What follows belongs to an exercise in optimizing a design on an open flow for small area; a production flow would make more cautious choices.
The RTL was checked by simulation tests, not by an equivalence proof against the original design.
Power figures rest on the tool's default switching activity, not on a simulated workload.

==> design/flow/standard.sh <==
#!/bin/bash
# synth_recipe.tcl (not shown) runs the flow's synth.tcl, then flattens the netlist and writes it again
# the make line also repeats each setting of config.mk as NAME=value (left out here)
make -C /OpenROAD-flow-scripts/flow DESIGN_CONFIG=/design/flow/config.mk WORK_HOME=/design/flow/orfs CLKGATE_MAP_FILE= SYNTH_SCRIPT=/design/flow/synth_recipe.tcl "${@:-finish}"
==> design/flow/flow/run.sh <==
#!/bin/bash
# Standard ORFS layout; the only change is the cell used for the port
# buffers (the smallest buffer instead of the resizer's default pick).
set -euo pipefail
bash standard.sh 'BUFFER_PORTS_ARGS=-buffer_cell sky130_fd_sc_hd__buf_1' finish > standard_make.log 2>&1
==> design/flow/constraint.sdc <==
create_clock -name core_clock -period 6.0 [get_ports {clk_i}]
set_input_delay 1.2000 -clock core_clock [delete_from_list [all_inputs] [get_ports {clk_i}]]
set_output_delay 1.2000 -clock core_clock [all_outputs]
set_load 0.01 [all_outputs]
==> design/flow/design.v <==
`default_nettype none
package dd_pkg;
	typedef logic [1:0] chan_idx_t;
	typedef logic [12:0] fifo_usedw_t;
	typedef logic [24:0] ddr_count_t;
	typedef logic [15:0] xfer_bytes_t;
	typedef logic [31:0] fdma_addr_t;
	typedef logic [31:0] word_t;
	typedef enum logic [1:0] {
		IDLE,
		WAIT_ACK,
		WAIT_OVER
	} sched_state_e;
endpackage
`default_nettype wire
`default_nettype none
module dd_top (
	input wire logic clk_i,
	input wire logic rst_rd_flag1,
	input wire logic [4-1:0] rxd_ena_i,
	input wire logic [4*13-1:0] fifo_usedw_i,
	input wire logic [4*32-1:0] fifo_rd_data_i,
	output logic [4-1:0] fifo_rd_req_o,
	input wire logic [4*25-1:0] clr_usedw_i,
	output logic [4*25-1:0] ddr_usedw_o,
	output logic [31:0] fdma_waddr_o,
	output logic [15:0] fdma_wsize_o,
	output logic fdma_wareq_o,
	input wire logic fdma_wbusy_i,
	output logic [31:0] fdma_wdata_o,
	input wire logic fdma_wvalid_i
);
	localparam logic [1:0] S_IDLE = 2'b00;
	localparam logic [1:0] S_WACK = 2'b01;
	localparam logic [1:0] S_WOVER = 2'b10;
	localparam logic [1:0] S_IDLEP = 2'b11;
	logic [1:0] st_q;
	logic busy_q;
	logic wareq_q;
	logic [1:0] gsel_q;
	logic [10:0] size_q;
	logic [22:0] ptr_q [4];
	logic [24:0] usedw_q [4];
	logic [4-1:0] ready;
	logic [10:0] words [4];
	always_comb begin
		for (int c = 0; c < 4; c++) begin
			ready[c] = (|fifo_usedw_i[c*13+10 +: 3])
				|| ((|fifo_usedw_i[c*13 +: 10]) && !rxd_ena_i[c]);
			words[c] = (|fifo_usedw_i[c*13+10 +: 3]) ? 11'd1024
				: {1'b0, fifo_usedw_i[c*13 +: 10]};
		end
	end
	logic [1:0] gidx;
	always_comb begin
		gidx = 2'd0;
		for (int i = 4 - 1; i >= 0; i--)
			if (ready[i]) gidx = 2'(i);
	end
	logic idle;
	logic grant;
	logic busy_rise;
	logic busy_fall;
	logic commit;
	assign idle = (st_q == S_IDLE) || (st_q == S_IDLEP);
	assign grant = idle && (|ready) && !fdma_wbusy_i;
	assign busy_rise = !busy_q && fdma_wbusy_i;
	assign busy_fall = busy_q && !fdma_wbusy_i;
	assign commit = (st_q == S_WOVER) && busy_fall;
	logic [22:0] cur_ptr;
	logic [22:0] ptr_sum;
	logic [22:0] ptr_next;
	assign cur_ptr = ptr_q[gsel_q];
	assign ptr_sum = cur_ptr + 23'(size_q);
	assign ptr_next = (&ptr_sum[22:18]) ? 23'd0 : ptr_sum;
	always_ff @(posedge clk_i or negedge rst_rd_flag1) begin
		if (!rst_rd_flag1) begin
			busy_q <= 1'b0;
		end else begin
			busy_q <= fdma_wbusy_i;
		end
	end
	always_ff @(posedge clk_i or negedge rst_rd_flag1) begin
		if (!rst_rd_flag1) begin
			st_q <= S_IDLE;
		end else begin
			case (st_q)
				S_WACK: if (busy_rise) st_q <= S_WOVER;
				S_WOVER: if (busy_fall) st_q <= S_IDLEP;
				default: if (grant) st_q <= S_WACK;
			endcase
		end
	end
	always_ff @(posedge clk_i or negedge rst_rd_flag1) begin
		if (!rst_rd_flag1) begin
			gsel_q <= '0;
			size_q <= '0;
		end else if (grant) begin
			gsel_q <= gidx;
			size_q <= words[gidx];
		end
	end
	always_ff @(posedge clk_i or negedge rst_rd_flag1) begin
		if (!rst_rd_flag1) begin
			wareq_q <= 1'b0;
		end else begin
			wareq_q <= (st_q == S_WACK) && !fdma_wbusy_i;
		end
	end
	for (genvar g = 0; g < 4; g++) begin : g_chan
		always_ff @(posedge clk_i or negedge rst_rd_flag1) begin
			if (!rst_rd_flag1) begin
				ptr_q[g] <= '0;
			end else if (grant && (st_q == S_IDLEP) && (gsel_q == 2'(g))) begin
				ptr_q[g] <= ptr_next;
			end
		end
		logic [24:0] add_bytes;
		assign add_bytes = (commit && (gsel_q == 2'(g))) ? {12'd0, size_q, 2'b00} : 25'd0;
		always_ff @(posedge clk_i or negedge rst_rd_flag1) begin
			if (!rst_rd_flag1) begin
				usedw_q[g] <= '0;
			end else begin
				usedw_q[g] <= usedw_q[g] - clr_usedw_i[g*25 +: 25] + add_bytes;
			end
		end
		assign ddr_usedw_o[g*25 +: 25] = usedw_q[g];
	end
	assign fdma_wareq_o = wareq_q;
	assign fdma_wsize_o = {5'd0, size_q};
	assign fdma_waddr_o = {5'b00110, gsel_q, cur_ptr, 2'b00};
	assign fdma_wdata_o = fifo_rd_data_i[gsel_q*32 +: 32];
	always_comb begin
		fifo_rd_req_o = '0;
		fifo_rd_req_o[gsel_q] = fdma_wvalid_i;
	end
endmodule
`default_nettype wire
==> design/flow/config.mk <==
export PLATFORM = sky130hd
export DESIGN_NAME = dd_top
export DESIGN_NICKNAME = dd_top
export VERILOG_FILES = /design/flow/design.v
export SDC_FILE = /design/flow/constraint.sdc
export NUM_CORES = 4
export LEC_CHECK = 0
export CAP_MARGIN = 20
export CORE_MARGIN = 2
export CORE_UTILIZATION = 40
export CTS_BUF_LIST = sky130_fd_sc_hd__clkbuf_4
export SLEW_MARGIN = 20
==> results.toml, run 1 <==
[yosys]
ys_seq_elements = 209
yosys.area.top_type = "dfrtp_1"
async_reset_ff_share_pct = 100.0
ys_types = 75
synth_edf_count = 0
synth_flop_cell = "dfrtp_1"
seq_area_frac_synth_pct = 32.42
synth_cells = 1714
syn_avg_cell_area_sq_um = 9.412
yosys.area.top_type_share_pct = 32.42
ys_warn_count = 4
synth_area_sq_um = 16130
synthTopCellsByArea = "dfrtp_1 (32%), ha_1 (13%), fa_1 (6.1%)"

[sta]
fin_setup_tns_ns = 0
setup_viol = 0
slew-limit-headroom_pct = 39.46
clock.fmax_mhz = 204.8
period_share_pct = 81.37
finClkSkew_ns = 0.07358
hold_ws_ns = 0.4711
rsz0062_at_grt = "no"
hold_violations = 0
period_needed_ns = 4.882
tightest_slew_ns = 0.9081
finalMaxSlewViolations = 0

[power_and_ir_drop]
vdd_drop_max_mv = 0.2626
powerDensity_nw_per_um2 = 555.4
p_sw_share_pct = 47.40
leakage_nw = 8.996
combinationalPowerShare_pct = 61.9
seqPwrFrac_pct = 23.8
pwr-share-clk_pct = 14.3
power.switching_mw = 5.069
p_int_mw = 5.625

[clocking]
cts_buffer_depth = 3
cts.clk_slew.worst_paths_ns = 0.07
cts_setup_buffers = 0
clock_latency_ns = 0.76
cts.sinks = 209
htree_levels = 3
cts_tree = "built"
cts_root_buf = "clkbuf_4"
numCtsBuffers = 68
cts_hold_buf = 0
postCtsResizedCells = 0

[placed_design]
gp_congestion = 0.9900
dp_hpwl_microns = 44150
dp_cells = 2663
port_buffers = 460
dpl_cell_area_sq_um = 18340

[setup_path]
r2r-end = "usedw_q[3][23]"
reg2reg_from = "st_q[0]"
start_kind = "flip-flop"
cp_num_buf_inv = 2
r2r_slack_ns = 1.12
cp_slowest_stage_delay_ns = 0.58
required_ns = 6.61
cp_top_family = "compound AO/OA/AOI/OAI gates"
end_kind = "flip-flop"
cp.arrival_ns = 5.49
crit_end = "usedw_q[3][23]"
crit_chain = "inv_1 -> ha_1 -> nand2_1 -> nor2_1 -> and2_1 -> nand2_1 -> fa_1 -> inv_1 -> ha_1 -> o21ai_0 -> nand2_1 -> a2111o_1 -> o211ai_1 -> o31ai_1 -> o41ai_1 -> nand4b_1 -> o211ai_1"
crit_type = "reg -> reg"
path_depth = 17
cp-startpoint = "st_q[0]"
slowest_stage = "o41ai_1"
path_max_fanout = 10
rr_worst_depth = 17
cpMostUsedCell = "nand2_1"

[die]
core_sq_um = 39730
dieHeight_microns = 204.8
die-area_sq_um = 41950
die_w_microns = 204.8
start_util_pct = 40.60
rows = 73
ios = 473

[grt]
grt_pass1_wl_microns = 85010
grtUsageTotal_pct = 26.88
grt-ovfl-total = 0
grt_max_degree = 69
grt_pass1_vias = 14880
antenna_found_initial = 23

[routing]
first_iter_violations = 936
ant_nets = 0
viasPerCell = 5.333
wl_per_cell_microns = 20.19
wl_microns = 56470
drtPass1Iterations = 9
drc_errors = 0
vias = 14920

[layout]
fin_nets = 2709
finish.utilization_pct = 48.46
finish.instance_area_sq_um = 19250
drive_gt1_share_pct = 7.853
fill_cells = 3970
areaGrowthSynthToFinish_pct = 19.35
mostFrequentLayoutCells = "buf_1 (459), inv_1 (252), dfrtp_1 (208)"
final_cells = 2797
mostFrequentLayoutCell = "buf_1"

[hold_path]
hp-class = "in -> async"

[flow_run]
maxCapViolCount = 0

[status]
status = "no timing/DRC/antenna violations"
## how the worst min path moves through the flow
stage / to / slack, ns / cells after the start
after detailed placement: ptr_q[2][22] / 0.47 / 2
final: usedw_q[0][9] / 0.47 / 1
after global routing: usedw_q[0][9] / 0.46 / 1
after global placement: ptr_q[0][17] / 0.46 / 2
after floorplan: ptr_q[2][2] / 0.45 / 2
after CTS: usedw_q[0][9] / 0.42 / 1
## Yosys cell counts (all sizes together) (26+ instances only)
master and count:
inv 252, dfrtp 209, ha 164, nand2 162, o21ai 107, a21oi 103, nor2 80, xnor2 74
fa 49, a22o 37, a21o 35, mux4 32, buf 31, nand3 31, clkbuf 28, mux2i 26
## stage by stage
stage / power (mW) / worst slack, ns
6_report: 10.69 / 1.118
2_1_floorplan: 7.269 / 0.4047
4_1_cts: 10.78 / 1.090
3_5_place_dp: 9.147 / 0.4711
5_1_grt: 11.71 / 0.7263
3_3_place_gp: 9.039 / 0.6593
## worst reg2reg max path, delay by kind of cell (launching register included)
| family | cells | cell delay, ns |
|---|---|---|
| flops | 1 | 0.42 |
| compound gates | 6 | 1.83 |
| simple gates | 6 | 1.41 |
| fa+ha+maj | 3 | 0.98 |
| buf+inv | 2 | 0.12 |
## cell type report
type	instances	area (sq um)	area share, %
Multi-Input combinational cell	1204	9681	50.28
Sequential cell	209	5231	27.17
Timing Repair Buffer	473	1828	9.494
Inverter	252	945.9	4.913
Clock buffer	98	735.7	3.821
Tap cell	525	656.9	3.412
Clock inverter	18	130.1	0.6759
Antenna cell	18	45.04	0.2339
## layer usage
metal	up-vias	track usage (%)	routed length, microns	part of all wire [%]
li1	7031	-	-	-
met1	7154	31.02	22020	39
met2	599	45.76	27800	49
met3	129	6.713	4244	7.5
met4	4	14.42	2379	4.2
met5	-	0	29	0.051
## kinds of logic (layout without fill, tap and decap cells)
kind of cell             after synthesis  count (layout)  synth area share (%)
AO/OA/AOI/OAI                        432             432                 18.03
AND/OR/NAND/NOR                      390             390                 11.40
buffers and inverters                311             841                 7.841
adder cells (fa/ha/maj)              213             213                 18.80
flip-flops                           209             209                 32.42
XOR/XNOR                              99              99                 5.375
multiplexers                          58              58                 6.081
other                                  2              30               0.04655
## power groups by stage
| stage | Combinational (mW) | Sequential (mW) | Clock (mW) |
|---|---|---|---|
| global placement | 6.50 | 2.54 | 0 |
| finish | 6.62 | 2.54 | 1.53 |
| global route | 7.44 | 2.61 | 1.67 |
| detailed placement | 6.59 | 2.56 | 0 |
| floorplan | 4.73 | 2.54 | 0 |
| CTS | 6.64 | 2.54 | 1.59 |
## registers in the layout, indices dropped and copies added, names as in the netlist
register / cells
busy_q: 1
usedw_q: 100
ptr_q: 92
size_q: 11
st_q: 2
gsel_q: 2
wareq_q: 1
==> run 2, diff against run 1 <==
==> design/flow/run.sh (new file) <==
#!/bin/bash
# synth_recipe.tcl (not shown) runs the flow's synth.tcl, then flattens the netlist and writes it again
# the make line also repeats each setting of config.mk as NAME=value (left out here)
make -C /OpenROAD-flow-scripts/flow DESIGN_CONFIG=/design/flow/config.mk WORK_HOME=/design/flow/orfs CLKGATE_MAP_FILE= SYNTH_SCRIPT=/design/flow/synth_recipe.tcl finish
--- a/design/flow/config.mk
+++ b/design/flow/config.mk
@@ -8,5 +8,4 @@
 export CAP_MARGIN = 20
 export CORE_MARGIN = 2
 export CORE_UTILIZATION = 40
-export CTS_BUF_LIST = sky130_fd_sc_hd__clkbuf_4
 export SLEW_MARGIN = 20
removed: design/flow/flow/run.sh
removed: design/flow/standard.sh
==> run 2 against run 1 <==
Cell count is 2.5% lower. Setup slack worse by 0.13 ns. Synthesized cell count stayed put. Clock power is 5% higher. Sequential cell count stayed put. Die area stayed put. Non-clock buffer count is 2 higher. Critical path depth is 1 lower. Global-route usage is 0.17 points higher. Power is 8.4% higher. Clock skew is 0.055 ns lower. Register-to-register slack better by 0.16 ns. Largest cell class unchanged.
==> results.toml, run 2 <==
[status]
status = "no timing/DRC/antenna violations"

[hold_path]
hold_depth = 2
hold_start = "ptr_q[0][17]"
hp-class = "reg -> reg"

[clocking]
cts.clk_slew.worst_paths_ns = 0.06
cts_root_buf = "clkbuf_16"
cts_buffer_depth = 3
cts_hold_buf = 0
postCtsResizedCells = 0
cts.sinks = 209
cts_tree = "built"
cts_setup_buffers = 0
htree_levels = 1
numCtsBuffers = 26
clock_latency_ns = 0.56

[layout]
fin_nets = 2669
final_cells = 2728
finish.utilization_pct = 55.74
mostFrequentLayoutCells = "clkdlybuf4s50_1 (459), inv_1 (252), dfrtp_1 (208)"
largest_register_ff_count = 100
drive_gt1_share_pct = 5.263
areaGrowthSynthToFinish_pct = 37.28
mostFrequentLayoutCell = "clkdlybuf4s50_1"
top_regs = "usedw_q (100), ptr_q (92), size_q (11)"
largest-register = "usedw_q"

[routing]
ant_nets = 0
viasPerCell = 5.300
drtPass1Iterations = 5
wl_microns = 57190
wl_per_cell_microns = 20.97
met3_length_microns = 4328
wl_met2_microns = 27780
drc_errors = 0
vias = 14460
wl_met1_microns = 22270
top_layer_used = "met5"
first_iter_violations = 920

[yosys]
ys_warn_count = 4
synthTopCellsByArea = "dfrtp_1 (32%), ha_1 (13%), fa_1 (6.1%)"
seq_area_frac_synth_pct = 32.42
yosys.area.top_type = "dfrtp_1"
synth_most_common_cell = "inv_1"
yosys.area.top_type_share_pct = 32.42
synth_flop_cell = "dfrtp_1"
ys_seq_elements = 209
syn_avg_cell_area_sq_um = 9.412
async_reset_ff_share_pct = 100.0
synth_cells = 1714
synthTopCellsByCount = "inv_1 (252), dfrtp_1 (209), ha_1 (164), nand2_1 (162), a21oi_1 (101)"
ys_types = 75
synth_edf_count = 0
synth_area_sq_um = 16130

[sta]
period_needed_ns = 5.014
clock.fmax_mhz = 199.4
finalMaxSlewViolations = 0
hold_violations = 0
tightest_slew_ns = 1.033
hold_ws_ns = 0.4757
fin_setup_tns_ns = 0
setup_viol = 0
period_share_pct = 83.57
slew-limit-headroom_pct = 31.12
finClkSkew_ns = 0.01836
rsz0062_at_grt = "no"

[grt]
grt-ovfl-total = 0
antenna_found_initial = 20
grt_pass1_wl_microns = 86680
grt_max_degree = 123
grtUsageTotal_pct = 27.05
grt_pass1_vias = 14950

[placed_design]
port_buffers = 460
dp_cells = 2665
gp_congestion = 0.9538
dp_hpwl_microns = 45310

[setup_path]
required_ns = 6.46
path_max_fanout = 10
cp-startpoint = "fdma_wbusy_i"
end_kind = "flip-flop"
crit_type = "in -> reg"
cp.arrival_ns = 5.47
reg2reg_from = "gsel_q[0]"
rr_worst_depth = 14
start_kind = "input port"

[flow_run]
maxCapViolCount = 0

[die]
core_sq_um = 39730
die_w_microns = 204.8
ios = 473
die-area_sq_um = 41950
start_util_pct = 40.60
dieHeight_microns = 204.8
rows = 73

[power_and_ir_drop]
vdd_drop_max_mv = 0.3033
powerDensity_nw_per_um2 = 523.3
leakage_nw = 10.16
## run 2: cell counts after synthesis
Identical to the previous run, type by type.
## run 2: report_power, final
part | internal, mW | switching, mW
logic | 3.56 | 3.88
clock network | 0.969 | 0.642
registers | 2.03 | 0.517
total | 6.55 | 5.04
## run 2: critical path, stage by stage
cell	delay, ns
clkdlybuf4s50_1	0.48
nor2_1	0.16
buf_4	0.18
and2_1	0.37
nand2_1	0.12
fa_1	0.51
inv_1	0.05
ha_1	0.31
o21ai_0	0.33
nand2_1	0.11
a2111o_1	0.42
o211ai_1	0.21
o31ai_1	0.16
o41ai_1	0.57
nand4b_1	0.16
o211ai_1	0.13
## run 2: metal layers
| layer | vias up | track usage, % |
|---|---|---|
| li1 | 6892 | - |
| met1 | 6947 | 31.34 |
| met2 | 505 | 46.91 |
| met3 | 111 | 5.982 |
| met4 | 4 | 13.64 |
| met5 | - | 0 |
## run 2: cell type report
| type | count | area, sq um |
|---|---|---|
| fillers | 3596 | 17590 |
| multi-input cells | 1204 | 9681 |
| flip-flops and latches | 209 | 5231 |
| repair buffers | 475 | 4722 |
| inverters | 252 | 945.9 |
| clock buffers | 34 | 720.7 |
| well taps | 525 | 656.9 |
| clock inverters | 11 | 143.9 |
| diodes | 18 | 45.04 |
## run 2: cells by family after synthesis
logic type,synth area share [%]
AO/OA/AOI/OAI,18.03
XOR/XNOR,5.375
adder cells (fa/ha/maj),18.80
buffers and inverters,7.841
flip-flops,32.42
multiplexers,6.081
other,0.04655
AND/OR/NAND/NOR,11.40
## run 2: final timing paths
check	endpoint	slack [ns]
worst min register to register	ptr_q[0][17]	0.48
worst max-delay path	usedw_q[3][23]	0.99
worst max register to register	ptr_q[0][10]	1.28
max in group asynchronous	usedw_q[2][8]	3.96
worst min-delay path	ptr_q[0][17]	0.48
min in group asynchronous	usedw_q[0][18]	0.71
## run 2: metrics by stage
step / cell area, sq um / total power, mW / setup slack [ns]
2_1_floorplan: 16170 / 7.269 / 0.4047
3_3_place_gp: 21240 / 9.884 / 0.5582
3_5_place_dp: 21240 / 9.964 / 0.4583
4_1_cts: 22100 / 11.67 / 1.030
5_1_grt: 22140 / 12.61 / 0.6490
6_report: 22150 / 11.59 / 0.9855
==> run 3, diff against run 2 <==
==> design/flow/flow/run.sh (new file) <==
#!/bin/bash
# Standard ORFS layout with two changes: the port buffers use the smallest
# buffer cell, and clock tree synthesis uses larger sink clusters without
# dummy loads.
set -euo pipefail
bash standard.sh \
  'BUFFER_PORTS_ARGS=-buffer_cell sky130_fd_sc_hd__buf_1' \
  'CTS_ARGS=-sink_clustering_enable -repair_clock_nets -buf_list {sky130_fd_sc_hd__clkbuf_8 sky130_fd_sc_hd__clkbuf_16} -sink_clustering_size 30 -sink_clustering_max_diameter 60 -dont_use_dummy_load' \
  finish > standard_make.log 2>&1
==> design/flow/standard.sh (new file) <==
#!/bin/bash
# synth_recipe.tcl (not shown) runs the flow's synth.tcl, then flattens the netlist and writes it again
# the make line also repeats each setting of config.mk as NAME=value (left out here)
make -C /OpenROAD-flow-scripts/flow DESIGN_CONFIG=/design/flow/config.mk WORK_HOME=/design/flow/orfs CLKGATE_MAP_FILE= SYNTH_SCRIPT=/design/flow/synth_recipe.tcl "${@:-finish}"
removed: design/flow/run.sh
==> run 3 against run 2 <==
Routed wire length down 2.5%. Non-clock buffer count down 2. Global-route usage down 0.81 points. Design area down 14%. Hold slack better by 0.0040 ns. Sequential share of layout area up 3.8 points. Count of clock-buffer cells in the layout down 7. Sequential power about the same. Cell count down 0.81%. Clock power down 16%. Via count up 0.44%. Largest power group unchanged.
==> results.toml, run 3 <==
[die]
start_util_pct = 40.60
dieHeight_microns = 204.8
die_w_microns = 204.8
ios = 473
core_sq_um = 39730
rows = 73
die-area_sq_um = 41950

[hold_path]
hp-class = "reg -> reg"
hold_start = "ptr_q[3][17]"
hold_depth = 2
min_delay_worst_endpoint = "ptr_q[3][17]"

[yosys]
async_reset_ff_share_pct = 100.0
synth_most_common_cell = "inv_1"
synth_edf_count = 0
seq_area_frac_synth_pct = 32.42
ys_types = 75
yosys.area.top_type_share_pct = 32.42
synthTopCellsByCount = "inv_1 (252), dfrtp_1 (209), ha_1 (164), nand2_1 (162), a21oi_1 (101)"
synthTopCellsByArea = "dfrtp_1 (32%), ha_1 (13%), fa_1 (6.1%)"
synth_cells = 1714
synth_area_sq_um = 16130
ys_warn_count = 4
yosys.area.top_type = "dfrtp_1"
syn_avg_cell_area_sq_um = 9.412
synth_flop_cell = "dfrtp_1"
ys_seq_elements = 209

[routing]
ant_nets = 0
wl_microns = 55790
drtPass1Iterations = 5
vias = 14520
viasPerCell = 5.367
drc_errors = 0
first_iter_violations = 923
wl_per_cell_microns = 20.62

[power_and_ir_drop]
p_int_mw = 5.573
powerDensity_nw_per_um2 = 552.3
pwr-share-clk_pct = 12.9
leakage_nw = 8.816
vdd_drop_max_mv = 0.2853
p_sw_share_pct = 47.05
seqPwrFrac_pct = 24.1
combinationalPowerShare_pct = 63.0
power.switching_mw = 4.953
p_total_mw = 10.53

[clocking]
clock_latency_ns = 0.57
cts.clk_slew.worst_paths_ns = 0.06
cts_root_buf = "clkbuf_16"
cts_buffer_depth = 3
cts_setup_buffers = 0
cts_tree = "built"
htree_levels = 1
cts_hold_buf = 0
cts.sinks = 209
numCtsBuffers = 27
postCtsResizedCells = 0

[layout]
drive_gt1_share_pct = 4.573
fill_cells = 3944
mostFrequentLayoutCells = "buf_1 (459), inv_1 (252), dfrtp_1 (208)"
areaGrowthSynthToFinish_pct = 18.14
multi_input_area_sq_um = 9681
mostFrequentLayoutCell = "buf_1"
final_cells = 2706
top_regs = "usedw_q (100), ptr_q (92), size_q (11)"
fin_nets = 2668
finish.utilization_pct = 47.97
largest_register_ff_count = 100
largest-register = "usedw_q"
final-seq-area_sq_um = 5231

[grt]
grt_pass1_vias = 14470
grtUsageTotal_pct = 26.24
grt_max_degree = 69
grt_pass1_wl_microns = 83840
antenna_found_initial = 23
grt-ovfl-total = 0

[sta]
finalMaxSlewViolations = 0
rsz0062_at_grt = "no"
clock.fmax_mhz = 201.9
setup_viol = 0
fin_setup_tns_ns = 0
hold_violations = 0
hold_ws_ns = 0.4797
tightest_slew_ns = 0.9194
slew-limit-headroom_pct = 38.71
period_share_pct = 82.56
finClkSkew_ns = 0.05612
period_needed_ns = 4.954

[setup_path]
start_kind = "input port"
reg2reg_from = "st_q[0]"
cp_slowest_stage_delay_ns = 0.59
crit_chain = "buf_1 -> nor2_1 -> and2_1 -> nand2_1 -> fa_1 -> inv_1 -> ha_1 -> o21ai_0 -> nand2_1 -> a2111o_1 -> o211ai_1 -> o31ai_1 -> o41ai_1 -> nand4b_1 -> o211ai_1"
crit_type = "in -> reg"
end_kind = "flip-flop"
required_ns = 6.44
r2r_slack_ns = 1.10
slowest_stage = "o41ai_1"
cp-startpoint = "fdma_wbusy_i"
cp.arrival_ns = 5.39
path_max_fanout = 10
r2r-end = "usedw_q[3][23]"
rr_worst_depth = 17

[status]
status = "no timing/DRC/antenna violations"

[placed_design]
dp_cells = 2663
dp_hpwl_microns = 44150
port_buffers = 460
gp_congestion = 0.9900

[flow_run]
maxCapViolCount = 0
-- run 3: cell type report --
cell class,instances,share of cell area (%)
multi-input combinational,1204,50.79
sequential,209,27.45
timing repair buffer,473,9.592
inverter,252,4.963
clock buffer,27,3.545
tap,525,3.447
antenna,16,0.2101
-- run 3: through the flow --
| stage | setup WS (ns) | cell area, sq um |
|---|---|---|
| after floorplan | 0.4047 | 16170 |
| after global routing | 0.6922 | 19050 |
| final | 1.046 | 19060 |
| after global placement | 0.6593 | 18340 |
| after CTS | 1.048 | 19020 |
| after detailed placement | 0.4711 | 18340 |
-- run 3: worst max-delay path: cells and delay by family --
family                   cells  cell delay (ns)
AO/OA/AOI/OAI                6             1.83
AND/OR/NAND/NOR              5             1.37
adder cells (fa/ha/maj)      2             0.82
buffers and inverters        2             0.17
-- run 3: metal layers --
layer	vias up	global-route usage, %	share of wire (%)
li1	6866	-	-
met5	-	0	0.052
met2	527	45.38	49
met4	4	12.06	4.5
met1	7005	31.26	39
met3	121	5.345	7.3
-- run 3: power by group through the flow --
stage / combinational (mW) / clock [mW] / sequential [mW]
2_1_floorplan: 4.73 / 0 / 2.54
3_3_place_gp: 6.50 / 0 / 2.54
3_5_place_dp: 6.59 / 0 / 2.56
4_1_cts: 6.65 / 1.41 / 2.54
5_1_grt: 7.45 / 1.45 / 2.61
6_report: 6.63 / 1.36 / 2.54
-- run 3: cells by family after synthesis --
logic type,synth area share [%]
muxes,6.081
DFF,32.42
buffers and inverters,7.841
and+or+nand+nor,11.40
other,0.04655
AOI/OAI and AO/OA,18.03
adders and majority gates,18.80
xor gates and xnor gates,5.375
-- run 3: worst max path at each step --
| stage | cells past startpoint | end |
|---|---|---|
| floorplan | 20 | ptr_q[0][10] |
| global placement | 15 | usedw_q[3][23] |
| detailed placement | 15 | usedw_q[3][23] |
| CTS | 15 | usedw_q[3][23] |
| global route | 17 | usedw_q[3][23] |
| finish | 15 | usedw_q[3][23] |
==> run 4, diff against run 3 <==
==> design/flow/flow/run.sh (replaced) <==
#!/bin/bash
# Standard ORFS layout with two changes: the port buffers use the smallest
# buffer cell, and clock tree synthesis uses larger sink clusters without
# dummy loads.
set -euo pipefail
bash standard.sh \
  'BUFFER_PORTS_ARGS=-buffer_cell sky130_fd_sc_hd__buf_1' \
  'CTS_ARGS=-sink_clustering_enable -repair_clock_nets -buf_list sky130_fd_sc_hd__clkbuf_8 -sink_clustering_size 20 -sink_clustering_max_diameter 50 -dont_use_dummy_load' \
  finish > standard_make.log 2>&1
==> run 4 against run 3 <==
Largest cell class unchanged. Largest power group unchanged. Combinational power barely moved. Critical path type unchanged. Sequential cell count stayed put. Area after synthesis stayed put. Routed wire length rose by 0.10%. Design area shrank 0.92%.
==> results.toml, run 4 <==
[grt]
antenna_found_initial = 21
grt-ovfl-total = 0
grtUsageTotal_pct = 26.54
grt_pass1_vias = 14540
grt_pass1_wl_microns = 84000
grt_max_degree = 69

[clocking]
cts_hold_buf = 0
cts_root_buf = "clkbuf_8"
postCtsResizedCells = 0
cts_buffer_depth = 3
cts.sinks = 209
cts.clk_slew.worst_paths_ns = 0.06
clock_latency_ns = 0.60
cts_tree = "built"
cts_setup_buffers = 0
numCtsBuffers = 36
htree_levels = 2

[yosys]
synth_area_sq_um = 16130
yosys.area.top_type_share_pct = 32.42
ys_seq_elements = 209
ys_warn_count = 4
yosys.area.top_type = "dfrtp_1"
synth_edf_count = 0
syn_avg_cell_area_sq_um = 9.412
synth_most_common_cell = "inv_1"
synthTopCellsByCount = "inv_1 (252), dfrtp_1 (209), ha_1 (164), nand2_1 (162), a21oi_1 (101)"
seq_area_frac_synth_pct = 32.42
synth_cells = 1714
synth_flop_cell = "dfrtp_1"
async_reset_ff_share_pct = 100.0
synthTopCellsByArea = "dfrtp_1 (32%), ha_1 (13%), fa_1 (6.1%)"
ys_types = 75

[sta]
hold_violations = 0
setup_viol = 0
period_share_pct = 83.27
finClkSkew_ns = 0.08158
fin_setup_tns_ns = 0
rsz0062_at_grt = "no"
finalWorstSetupSlack_ns = 1.004
tightest_slew_ns = 0.9207
period_needed_ns = 4.996
finalMaxSlewViolations = 0
clock.fmax_mhz = 200.1
slew-limit-headroom_pct = 38.62

[layout]
largest-register = "usedw_q"
final_cells = 2717
largest_register_ff_count = 100
finish.utilization_pct = 47.53
drive_gt1_share_pct = 4.968
areaGrowthSynthToFinish_pct = 17.06
fin_nets = 2677
top_regs = "usedw_q (100), ptr_q (92), size_q (11)"
finish.instance_area_sq_um = 18880
mostFrequentLayoutCells = "buf_1 (459), inv_1 (252), dfrtp_1 (208)"
fill_cells = 3961
multi_input_area_sq_um = 9681
final-seq-area_sq_um = 5231
mostFrequentLayoutCell = "buf_1"

[setup_path]
path_max_fanout = 10
cp.arrival_ns = 5.46
cp_slowest_stage_delay_ns = 0.59
end_kind = "flip-flop"
slowest_stage = "nor2_1"
required_ns = 6.46
crit_type = "in -> reg"
crit_chain = "buf_1 -> nor2_1 -> and2_1 -> nand2_1 -> fa_1 -> inv_1 -> ha_1 -> o21ai_0 -> nand2_1 -> a2111o_1 -> o211ai_1 -> o31ai_1 -> o41ai_1 -> nand4b_1 -> o211ai_1"
start_kind = "input port"

[power_and_ir_drop]
leakage_nw = 8.742
vdd_drop_max_mv = 0.2929
powerDensity_nw_per_um2 = 542.8

[routing]
wl_per_cell_microns = 20.55
drtPass1Iterations = 5
wl_microns = 55850
first_iter_violations = 990
drc_errors = 0
ant_nets = 0
viasPerCell = 5.345
vias = 14520

[placed_design]
gp_congestion = 0.9900
dpl_cell_area_sq_um = 18340
dp_cells = 2663
dp_hpwl_microns = 44150
port_buffers = 460
dpl_worst_slack_ns = 0.4711

[hold_path]
hp-class = "reg -> reg"

[die]
die-area_sq_um = 41950
start_util_pct = 40.60
ios = 473
rows = 73
dieHeight_microns = 204.8
die_w_microns = 204.8
core_sq_um = 39730

[flow_run]
maxCapViolCount = 0

[status]
status = "no timing/DRC/antenna violations"
[run 4: cell counts after synthesis]
Identical to the previous run, type by type.
[run 4: stage by stage]
step | hold slack [ns] | power [mW]
after floorplan | 0.4488 | 7.269
after global placement | 0.4628 | 9.039
final | 0.4798 | 10.25
after global routing | 0.5068 | 11.23
after detailed placement | 0.4738 | 9.147
after CTS | 0.4848 | 10.32
[run 4: worst paths after layout]
check	startpoint	end	slack, ns	cells after the start
max	fdma_wbusy_i	usedw_q[3][23]	1.00	15
min	ptr_q[3][17]	ptr_q[3][17]	0.48	2
max reg2reg	st_q[0]	usedw_q[3][23]	1.09	17
min reg2reg	ptr_q[3][17]	ptr_q[3][17]	0.48	2
max in group asynchronous	rst_rd_flag1	gsel_q[0]	3.95	2
min in group asynchronous	rst_rd_flag1	usedw_q[0][21]	0.62	1
[run 4: kinds of logic (layout without fill, tap and decap cells)]
kind of cell	count (synthesis)	in the layout	synth area share (%)
AOI/OAI and AO/OA	432	432	18.03
and+or+nand+nor	390	390	11.40
buffers and inverters	311	761	7.841
adders and majority gates	213	213	18.80
DFF	209	209	32.42
xor gates and xnor gates	99	99	5.375
muxes	58	58	6.081
other	2	30	0.04655
[run 4: worst max-delay path, delay by kind of cell]
kind,cells,cell delay [ns]
compound gates,6,1.85
fa+ha+maj,2,0.82
buf+inv,2,0.17
simple gates,5,1.42
[run 4: layer usage]
metal  vias up  part of all wire, %  GRT usage [%]  wire (microns)
met4         2                  4.7          13.69            2616
met5         -                0.029              0              16
met3       110                  7.2          5.584            4034
met1      6978                   39          31.41           21900
li1       6885                    -              -               -
met2       548                   49          45.33           27280
[run 4: power by group]
part / switching (mW) / internal [mW]
Clock: 0.560 / 0.529
Sequential: 0.516 / 2.03
Combinational: 3.85 / 2.77
[run 4: cell type report]
type | count | share of cell area [%]
multi-input cells | 1204 | 51.27
repair buffers | 473 | 9.681
flip-flops and latches | 209 | 27.70
well taps | 525 | 3.479
clock buffers | 36 | 2.624
diodes | 18 | 0.2385
inverters | 252 | 5.009
==> run 5, diff against run 4 <==
==> design/flow/flow/run.sh (replaced) <==
#!/bin/bash
# Standard ORFS layout with two changes: the port buffers use the smallest
# buffer cell, and clock tree synthesis uses larger sink clusters without
# dummy loads.
set -euo pipefail
bash standard.sh \
  'BUFFER_PORTS_ARGS=-buffer_cell sky130_fd_sc_hd__buf_1' \
  'CTS_ARGS=-sink_clustering_enable -repair_clock_nets -buf_list sky130_fd_sc_hd__clkbuf_8 -sink_clustering_size 28 -sink_clustering_max_diameter 45 -dont_use_dummy_load' \
  finish > standard_make.log 2>&1
==> run 5 against run 4 <==
Critical path depth unchanged. Cell count increased by 0.18%. Still clean. Largest cell class unchanged. Hold slack improved by 0.0022 ns. Routed wire length increased by 0.27%.
==> results.toml, run 5 <==
[grt]
top_usage_layer = "met2"
grt_pass1_vias = 14560
grtUsageTotal_pct = 26.61
antenna_found_initial = 23
grt_pass1_wl_microns = 84190
met2_usage_pct = 45.50
grt-ovfl-total = 0
grtUsageMet1_pct = 31.24
grt_max_degree = 69
grt_use_met3_pct = 6.443

[clocking]
clock_latency_ns = 0.61
cts_setup_buffers = 0
cts_tree = "built"
cts_buffer_depth = 3
cts.sinks = 209
numCtsBuffers = 39
cts.clk_slew.worst_paths_ns = 0.05
postCtsResizedCells = 0
htree_levels = 2
cts_root_buf = "clkbuf_8"
cts_hold_buf = 0

[die]
core_sq_um = 39730
die_w_microns = 204.8
start_util_pct = 40.60
die-area_sq_um = 41950
ios = 473
dieHeight_microns = 204.8
rows = 73

[sta]
slew-limit-headroom_pct = 39.83
fin_setup_tns_ns = 0
hold_ws_ns = 0.4819
hold_violations = 0
period_needed_ns = 4.960
finalMaxSlewViolations = 0
finClkSkew_ns = 0.09200
tightest_slew_ns = 0.9026
rsz0062_at_grt = "no"
setup_viol = 0
finalWorstSetupSlack_ns = 1.040
period_share_pct = 82.67
clock.fmax_mhz = 201.6

[yosys]
synth_cells = 1714
syn_avg_cell_area_sq_um = 9.412
yosys.area.top_type_share_pct = 32.42
seq_area_frac_synth_pct = 32.42
synthTopCellsByCount = "inv_1 (252), dfrtp_1 (209), ha_1 (164), nand2_1 (162), a21oi_1 (101)"
synth_flop_cell = "dfrtp_1"
synth_area_sq_um = 16130
async_reset_ff_share_pct = 100.0
ys_warn_count = 4
ys_seq_elements = 209
ys_types = 75
yosys.area.top_type = "dfrtp_1"
synth_edf_count = 0
synth_most_common_cell = "inv_1"
synthTopCellsByArea = "dfrtp_1 (32%), ha_1 (13%), fa_1 (6.1%)"

[setup_path]
cp_slowest_stage_delay_ns = 0.58
cp_top_family = "compound AO/OA/AOI/OAI gates"
start_kind = "input port"
crit_type = "in -> reg"
required_ns = 6.46
crit_chain = "buf_1 -> nor2_1 -> and2_1 -> nand2_1 -> fa_1 -> inv_1 -> ha_1 -> o21ai_0 -> nand2_1 -> a2111o_1 -> o211ai_1 -> o31ai_1 -> o41ai_1 -> nand4b_1 -> o211ai_1"
path_max_fanout = 10
cp.arrival_ns = 5.42
end_kind = "flip-flop"
cp_num_buf_inv = 2
slowest_stage = "o41ai_1"

[layout]
mostFrequentLayoutCells = "buf_1 (459), inv_1 (252), dfrtp_1 (208)"
finish.utilization_pct = 47.64
fin_nets = 2680
finish.instance_area_sq_um = 18930
largest_register_ff_count = 100
multi_input_area_sq_um = 9681
largest-register = "usedw_q"
drive_gt1_share_pct = 5.099
top_regs = "usedw_q (100), ptr_q (92), size_q (11)"
mostFrequentLayoutCell = "buf_1"
fill_cells = 3960
areaGrowthSynthToFinish_pct = 17.34
final-seq-area_sq_um = 5231

[routing]
vias = 14600
viasPerCell = 5.364
drtPass1Iterations = 6
first_iter_violations = 890
drc_errors = 0
wl_per_cell_microns = 20.57
wl_microns = 56000
ant_nets = 0

[status]
status = "no timing/DRC/antenna violations"

[placed_design]
port_buffers = 460
gp_congestion = 0.9900
dpl_worst_slack_ns = 0.4711
dp_hpwl_microns = 44150
dpl_cell_area_sq_um = 18340

[power_and_ir_drop]
leakage_nw = 8.763
vdd_drop_max_mv = 0.2921
powerDensity_nw_per_um2 = 544.1

[hold_path]
hp-class = "reg -> reg"

[flow_run]
maxCapViolCount = 0
==> run 5: cell types whose count changed in the layout (fill, tap and decap cells not counted) <==
cell	previous run	this run
clkbuf_8	36	39
diode_2	18	20
==> run 5: cells by family after synthesis <==
| family | after synthesis | share of synthesized area, % |
|---|---|---|
| flops | 209 | 32.42 |
| other cells | 2 | 0.04655 |
| xor+xnor | 99 | 5.375 |
| fa+ha+maj | 213 | 18.80 |
| buf+inv | 311 | 7.841 |
| mux | 58 | 6.081 |
| simple gates | 390 | 11.40 |
| compound gates | 432 | 18.03 |
==> run 5: area by class of cell <==
cell class / instances / share of cell area, %
multi-input cells: 1204 / 51.14
repair buffers: 473 / 9.657
clock buffers: 39 / 2.836
inverters: 252 / 4.997
well taps: 525 / 3.470
flip-flops and latches: 209 / 27.64
diodes: 20 / 0.2644
==> run 5: routing by layer <==
metal,up-vias,routed length [microns]
met5,-,31
met4,4,2508
met3,124,4079
met2,562,27330
met1,7016,22050
li1,6895,-
==> run 5: worst register-to-register path, cell delays in order, from the launching register on <==
cell	delay, ns
dfrtp_1	0.42
inv_1	0.08
ha_1	0.16
nand2_1	0.07
nor2_1	0.53
and2_1	0.45
nand2_1	0.13
fa_1	0.51
inv_1	0.04
ha_1	0.31
o21ai_0	0.31
nand2_1	0.09
a2111o_1	0.42
o211ai_1	0.21
o31ai_1	0.16
o41ai_1	0.58
nand4b_1	0.16
o211ai_1	0.13
==> run 5: report_power, final <==
part           switching (mW)  internal (mW)  total (mW)
combinational            3.85           2.77        6.62
clock                   0.572          0.569        1.14
sequential              0.512           2.03        2.54
total                    4.94           5.36        10.3
==> run 5: path summary, 6_finish.rpt <==
check | startpoint | end | slack [ns] | depth (start not counted)
max | fdma_wbusy_i | usedw_q[3][23] | 1.04 | 15
min | ptr_q[1][17] | ptr_q[1][17] | 0.48 | 2
max reg2reg | st_q[0] | usedw_q[3][23] | 1.08 | 17
min reg2reg | ptr_q[1][17] | ptr_q[1][17] | 0.48 | 2
max in group asynchronous | rst_rd_flag1 | gsel_q[0] | 3.98 | 2
min in group asynchronous | rst_rd_flag1 | usedw_q[0][20] | 0.64 | 1
==> run 5: per-stage QoR <==
stage,cells,power [mW]
finish,2722,10.30
global route,2714,11.29
CTS,2702,10.39
detailed placement,2663,9.147
global placement,2663,9.039
floorplan,1724,7.269

[afterwards: timing with drivers on the ports]
The flow's constraints put no driver on any port. The routed layouts listed below were extracted and timed again, unchanged, in two steps. Step 1: set_driving_cell puts a clkbuf_16 on clk_i and a buf_2 on each other input, an assumption about the parent block. Step 2 moves the port delays by t, midway between the first and last clock arrival at a register: inputs arrive t later, outputs are due t later. That takes back most of the time a late clock gives input paths. Slacks: no drivers / after step 1 / after step 2; pairs: no drivers / after step 1.
run | t (ns) | slack for setup (ns) | clock arrival spread, ns | worst slew at a driven data input, ns | pins driven straight from the clock port
run 1 | 0.772 | 1.118 / 1.118 / 0.444 | 0.074 / 0.074 | 0.17 | 1
run 2 | 0.599 | 0.986 / 0.981 / 0.381 | 0.018 / 0.019 | 0.18 | 1
run 3 | 0.591 | 1.046 / 1.043 / 0.452 | 0.057 / 0.056 | 0.18 | 1
run 4 | 0.605 | 1.004 / 0.998 / 0.393 | 0.085 / 0.084 | 0.18 | 1
run 5 | 0.618 | 1.040 / 1.034 / 0.416 | 0.092 / 0.092 | 0.18 | 1
After both steps setup and hold are still met in every run listed. For run 1, which loses most, drivers alone change the setup slack by 0.000 ns; drivers and shift together by -0.674 ns.
